This design comes from an exercise in tuning for small area on the open sky130 flow, not from production work.
Function was checked by simulation only, so behaviour that the tests miss may differ from the original.
Power and IR drop assume default switching activity.

== north ==
// eeg_packet_parser
module eeg_packet_parser #(
  parameter int BAND_COUNT = 8
) (
  input  wire logic                 clk,
  input  wire logic                 rst,
  input  wire logic                 cfg_valid,
  output logic                      cfg_ready,
  input  wire logic [CFG_IDX_W-1:0] cfg_index,
  input  wire logic [7:0]           cfg_data,
  input  wire logic                 push,
  output logic                      full,
  input  wire logic [7:0]           rx_byte,
  input  wire logic                 pop,
  output logic                      empty,
  output logic [3:0]                value_kind,
  output logic signed [24:0]        value_data,
  output logic                      last_value
);
clock: 7.0 ns
lec_check: 0
cap_margin: 20
core_margin: 2
core_utilization: 60
place_density: 0.7
slew_margin: 20
standard.sh (not shown) runs the stock make flow with config.mk's settings and CLKGATE_MAP_FILE= SYNTH_SCRIPT=/design/flow/synth_recipe.tcl, a recipe that flattens the netlist after the stock synthesis.
==> flow/flow/run.sh <==
#!/bin/bash
# Own layout flow: the standard ORFS flow (standard.sh), with a leaner
# clock tree (no dummy loads, larger sink clusters of clkbuf_16) and
# single-drive buffers on the ports. Make's output goes to flow_make.log here;
# each ORFS step keeps its own log under orfs/logs/.
set -euo pipefail
cd "$(dirname "$0")/.."
CTS="-sink_clustering_enable -repair_clock_nets -dont_use_dummy_load"
CTS="$CTS -buf_list sky130_fd_sc_hd__clkbuf_16 -sink_clustering_size 30 -sink_clustering_max_diameter 70"
bash standard.sh "CTS_ARGS=$CTS" "BUFFER_PORTS_ARGS=-buffer_cell sky130_fd_sc_hd__buf_1" finish > flow_make.log 2>&1
What south does differently from north at the input level:
--- a/flow/design.v
+++ b/flow/design.v
@@ -195,71 +195,109 @@
     always_ff @(posedge clk) begin
       if (in_data && band_row && row_rem[4:0] == 5'(24 - 3 * g) && pay_ge3) p_band[g][23:16] <= rx_byte;
       if (in_data && band_row && row_rem[4:0] == 5'(23 - 3 * g) && pay_ge2) p_band[g][15:8]  <= rx_byte;
       if (in_data && band_row && row_rem[4:0] == 5'(22 - 3 * g))            p_band[g][7:0]   <= rx_byte;
     end
   end
   logic [7:0]  e_quality [2], e_attention [2], e_meditation [2];
   logic [15:0] e_raw [2];
   logic        e_raw_seen [2], e_band_seen [2];
-  logic [BAND_W-1:0] e_band [2][BAND_COUNT];
+  logic [BAND_W-1:0] ring [2][BAND_COUNT];
+  logic [2:0]  ring_base [2];    
+  logic [2:0]  phase;            
+  logic [2:0]  xfer_idx;         
+  logic        xfer_ent;         
+  logic        xfer_go;
+  logic [1:0]  ring_ins;
+  logic [BAND_W-1:0] xfer_word;
   logic        rd_en;
-  assign q_full = q_count[1];
-  assign empty  = (q_count == 2'd0);
+  assign q_full  = q_count[1];
+  assign empty   = (q_count == 2'd0);
+  assign xfer_go = q_push && p_band_seen;
+  always_comb begin
+    xfer_word = '0;
+    for (int i = 0; i < BAND_COUNT; i++)
+      xfer_word |= {BAND_W{xfer_idx == 3'(i)}} & p_band[i];
+  end
   for (genvar e = 0; e < 2; e++) begin : g_entry
+    assign ring_ins[e] = (xfer_go && wr_ptr == 1'(e)) || (xfer_idx != 3'd0 && xfer_ent == 1'(e));
     always_ff @(posedge clk) begin
       if (q_push && wr_ptr == 1'(e)) begin
         e_quality[e]    <= p_quality;
         e_attention[e]  <= p_attention;
         e_meditation[e] <= p_meditation;
         e_raw[e]        <= p_raw;
         e_raw_seen[e]   <= p_raw_seen;
         e_band_seen[e]  <= p_band_seen;
-        for (int i = 0; i < BAND_COUNT; i++) e_band[e][i] <= p_band[i];
+        ring_base[e]    <= phase + 3'd1;
       end
     end
+    always_ff @(posedge clk) begin
+      ring[e][0] <= ring_ins[e] ? xfer_word : ring[e][BAND_COUNT-1];
+      for (int i = 1; i < BAND_COUNT; i++) ring[e][i] <= ring[e][i-1];
+    end
+  end
+  always_ff @(posedge clk) begin
+    if (rst) begin
+      phase    <= '0;
+      xfer_idx <= '0;
+    end else begin
+      phase <= phase + 3'd1;
+      if (xfer_go) xfer_idx <= 3'd1;
+      else if (xfer_idx != 3'd0) xfer_idx <= xfer_idx + 3'd1;
+    end
+  end
+  always_ff @(posedge clk) begin
+    if (xfer_go) xfer_ent <= wr_ptr;
   end
   always_ff @(posedge clk) begin
     if (rst) begin
       wr_ptr  <= 1'b0;
       rd_ptr  <= 1'b0;
       q_count <= '0;
     end else begin
       if (q_push) wr_ptr <= ~wr_ptr;
       if (rd_en) rd_ptr <= ~rd_ptr;
       if (q_push && !rd_en) q_count <= q_count + 2'd1;
       else if (rd_en && !q_push) q_count <= q_count - 2'd1;
     end
   end
   logic [3:0] kind;
   logic       h_raw_seen, h_band_seen;
   logic [15:0] h_raw;
   logic       take;
+  logic [2:0] band_idx, band_place;
   assign value_kind  = kind;
   assign h_raw_seen  = e_raw_seen[rd_ptr];
   assign h_band_seen = e_band_seen[rd_ptr];
   assign h_raw       = e_raw[rd_ptr];
   assign take        = pop && !empty;
+  assign band_idx    = {~kind[2], kind[1:0]};
+  assign band_place  = phase - ring_base[rd_ptr] - band_idx;
   logic [1:0]  hsel;
-  logic [11:0] ksel;
-  assign hsel = {rd_ptr, ~rd_ptr};
-  always_comb begin
-    for (int k = 0; k < 12; k++) ksel[k] = (kind == 4'(k));
+  logic [3:0]  ksel;
+  logic        kband;
+  logic [BAND_COUNT-1:0] psel;
+  assign hsel  = {rd_ptr, ~rd_ptr};
+  assign kband = kind[3] || kind[2];
+  always_comb begin
+    for (int k = 0; k < 4; k++) ksel[k] = (kind == 4'(k));
+    for (int i = 0; i < BAND_COUNT; i++) psel[i] = kband && (band_place == 3'(i));
   end
   always_comb begin
     value_data = '0;
     for (int e = 0; e < 2; e++) begin
       value_data |= {25{hsel[e] & ksel[0]}} & {17'd0, e_quality[e]};
       value_data |= {25{hsel[e] & ksel[1]}} & {17'd0, e_attention[e]};
       value_data |= {25{hsel[e] & ksel[2]}} & {17'd0, e_meditation[e]};
       value_data |= {25{hsel[e] & ksel[3]}} & {{9{e_raw[e][15]}}, e_raw[e]};
       for (int i = 0; i < BAND_COUNT; i++)
-        value_data |= {25{hsel[e] & ksel[4+i]}} & {1'b0, e_band[e][i]};
+        value_data |= {25{hsel[e] & psel[i]}} & {1'b0, ring[e][i]};
     end
   end
   assign last_value = (kind == 4'd11) ||
                       (kind == KIND_RAW && !h_band_seen) ||
                       (kind == KIND_MEDITATION && !h_raw_seen && !h_band_seen);
   assign rd_en = take && last_value;
   always_ff @(posedge clk) begin
     if (rst) begin
       kind <= KIND_QUALITY;
[summary]
south does worse than north on global-route wire length before repair. Diff north -> south: fraction of power consumed by combinational cells increased by 5.8 points relative to the old numbers, critical path depth went up 6. Of south and north, it is south that has the higher global-route met3 utilization. Between north and south, the part of the total power dissipated in the clock network is lower for south.

eeg_packet_parser, a different RTL version from the one above (not shown whole).
Size: roughly 1,800 cells after synthesis, roughly 820 flip-flops, roughly 58 I/O pins, roughly 27,000 um2 of cells after synthesis.
clock: 7.0 ns
lec_check: 0
cap_margin: 20
core_margin: 2
core_utilization: 70
place_density: 0.8
slew_margin: 20
==> flow/flow/run.sh <==
#!/bin/bash
# Own layout flow: the standard ORFS flow (standard.sh, synth_recipe.tcl)
# with three changes to how the layout is made:
#  - logic mapping in synthesis uses flow/abc_map.script, an area-oriented ABC
#    script, in place of ORFS's abc_speed.script (flip-flop mapping, flattening
#    and renaming are unchanged, so the registers are the standard ones);
#  - a leaner clock tree: no dummy loads, larger sink clusters of clkbuf_16;
#  - single-drive buffers on the ports.
# Make's output goes to flow_make.log here; each ORFS step keeps its own log
# under orfs/logs/.
set -euo pipefail
cd "$(dirname "$0")/.."
rm -rf scripts_abc
cp -r "$FLOW_HOME/scripts" scripts_abc
cp flow/abc_map.script scripts_abc/abc_speed.script
CTS="-sink_clustering_enable -repair_clock_nets -dont_use_dummy_load"
CTS="$CTS -buf_list sky130_fd_sc_hd__clkbuf_16 -sink_clustering_size 30 -sink_clustering_max_diameter 70"
bash standard.sh "SCRIPTS_DIR=$PWD/scripts_abc" "CTS_ARGS=$CTS" \
  "BUFFER_PORTS_ARGS=-buffer_cell sky130_fd_sc_hd__buf_1" finish > flow_make.log 2>&1
==> flow/flow/abc_map.script <==
strash
dc2
&get -n
&st
&dch -f
&nf -R 1000
&put
topo
stime -c
The first run completed without violations.
Then changed:
--- a/flow/design.v
+++ b/flow/design.v
@@ -264,26 +264,27 @@
     end else begin
       if (q_push) wr_ptr <= ~wr_ptr;
       if (q_push && !rd_en) q_count <= q_count + 2'd1;
       else if (rd_en && !q_push) q_count <= q_count - 2'd1;
     end
   end
   logic [3:0] kind;
   logic       h_raw_seen, h_band_seen;
   logic [15:0] h_raw;
   logic       take;
-  logic [2:0] band_place;
+  logic [2:0] band_idx, band_place;
   assign value_kind  = kind;
   assign h_raw_seen  = e_raw_seen[rd_ptr];
   assign h_band_seen = e_band_seen[rd_ptr];
   assign h_raw       = e_raw[rd_ptr];
   assign take        = pop && !empty;
+  assign band_idx    = {~kind[2], kind[1:0]};
   assign band_place  = phase - ring_base[rd_ptr] - kind[2:0];
   logic [1:0]  hsel;
   logic [3:0]  ksel;
   logic        kband;
   logic [BAND_COUNT-1:0] psel;
   assign hsel  = {rd_ptr, ~rd_ptr};
   assign kband = kind[3] || kind[2];
   always_comb begin
     for (int k = 0; k < 4; k++) ksel[k] = (kind == 4'(k));
     for (int i = 0; i < BAND_COUNT; i++) psel[i] = kband && (band_place == 3'(i));
Setup slack is unchanged.
Sequential share of layout area is unchanged.
Clock skew does not change.
Total power is unchanged.
Critical path depth is unchanged.
Utilization is unchanged.

-- what the ideal ports hide --
The results above use ideal ports. As a check the final layouts listed here were re-extracted and re-timed, cells and wires unchanged.
Step 1, drivers: a clkbuf_16 drives clk and a buf_2 each remaining input, both assumed.
Step 2, shift: input delay + t, output delay - t, t = (earliest + latest rising clock arrival at the registers) / 2. This alone moves slack from input paths to output paths.
a / b / c = no drivers / after step 1 / after step 2; a / b = the first two.
| run | shift t [ns] | slack for setup (ns) | hold WS [ns] | latest minus earliest clock arrival (ns) | worst data-port slew with drivers (ns) |
|---|---|---|---|---|---|
| north | 0.629 | 1.977 / 1.923 / 1.793 | 0.405 / 0.405 / 0.405 | 0.067 / 0.067 | 0.05 |
| south | 0.640 | 0.425 / 0.363 / 1.003 | 0.309 / 0.309 / 0.309 | 0.079 / 0.080 | 0.07 |
| the first run of note 2 | 0.619 | 0.286 / 0.228 / 0.847 | 0.290 / 0.290 / 0.290 | 0.073 / 0.072 | 0.04 |
| the second run of note 2 | 0.619 | 0.286 / 0.228 / 0.847 | 0.290 / 0.290 / 0.290 | 0.073 / 0.072 | 0.04 |
After both steps every run listed still meets setup and hold. For north, which loses most, drivers alone change the setup slack by -0.054 ns; drivers and shift together by -0.184 ns.
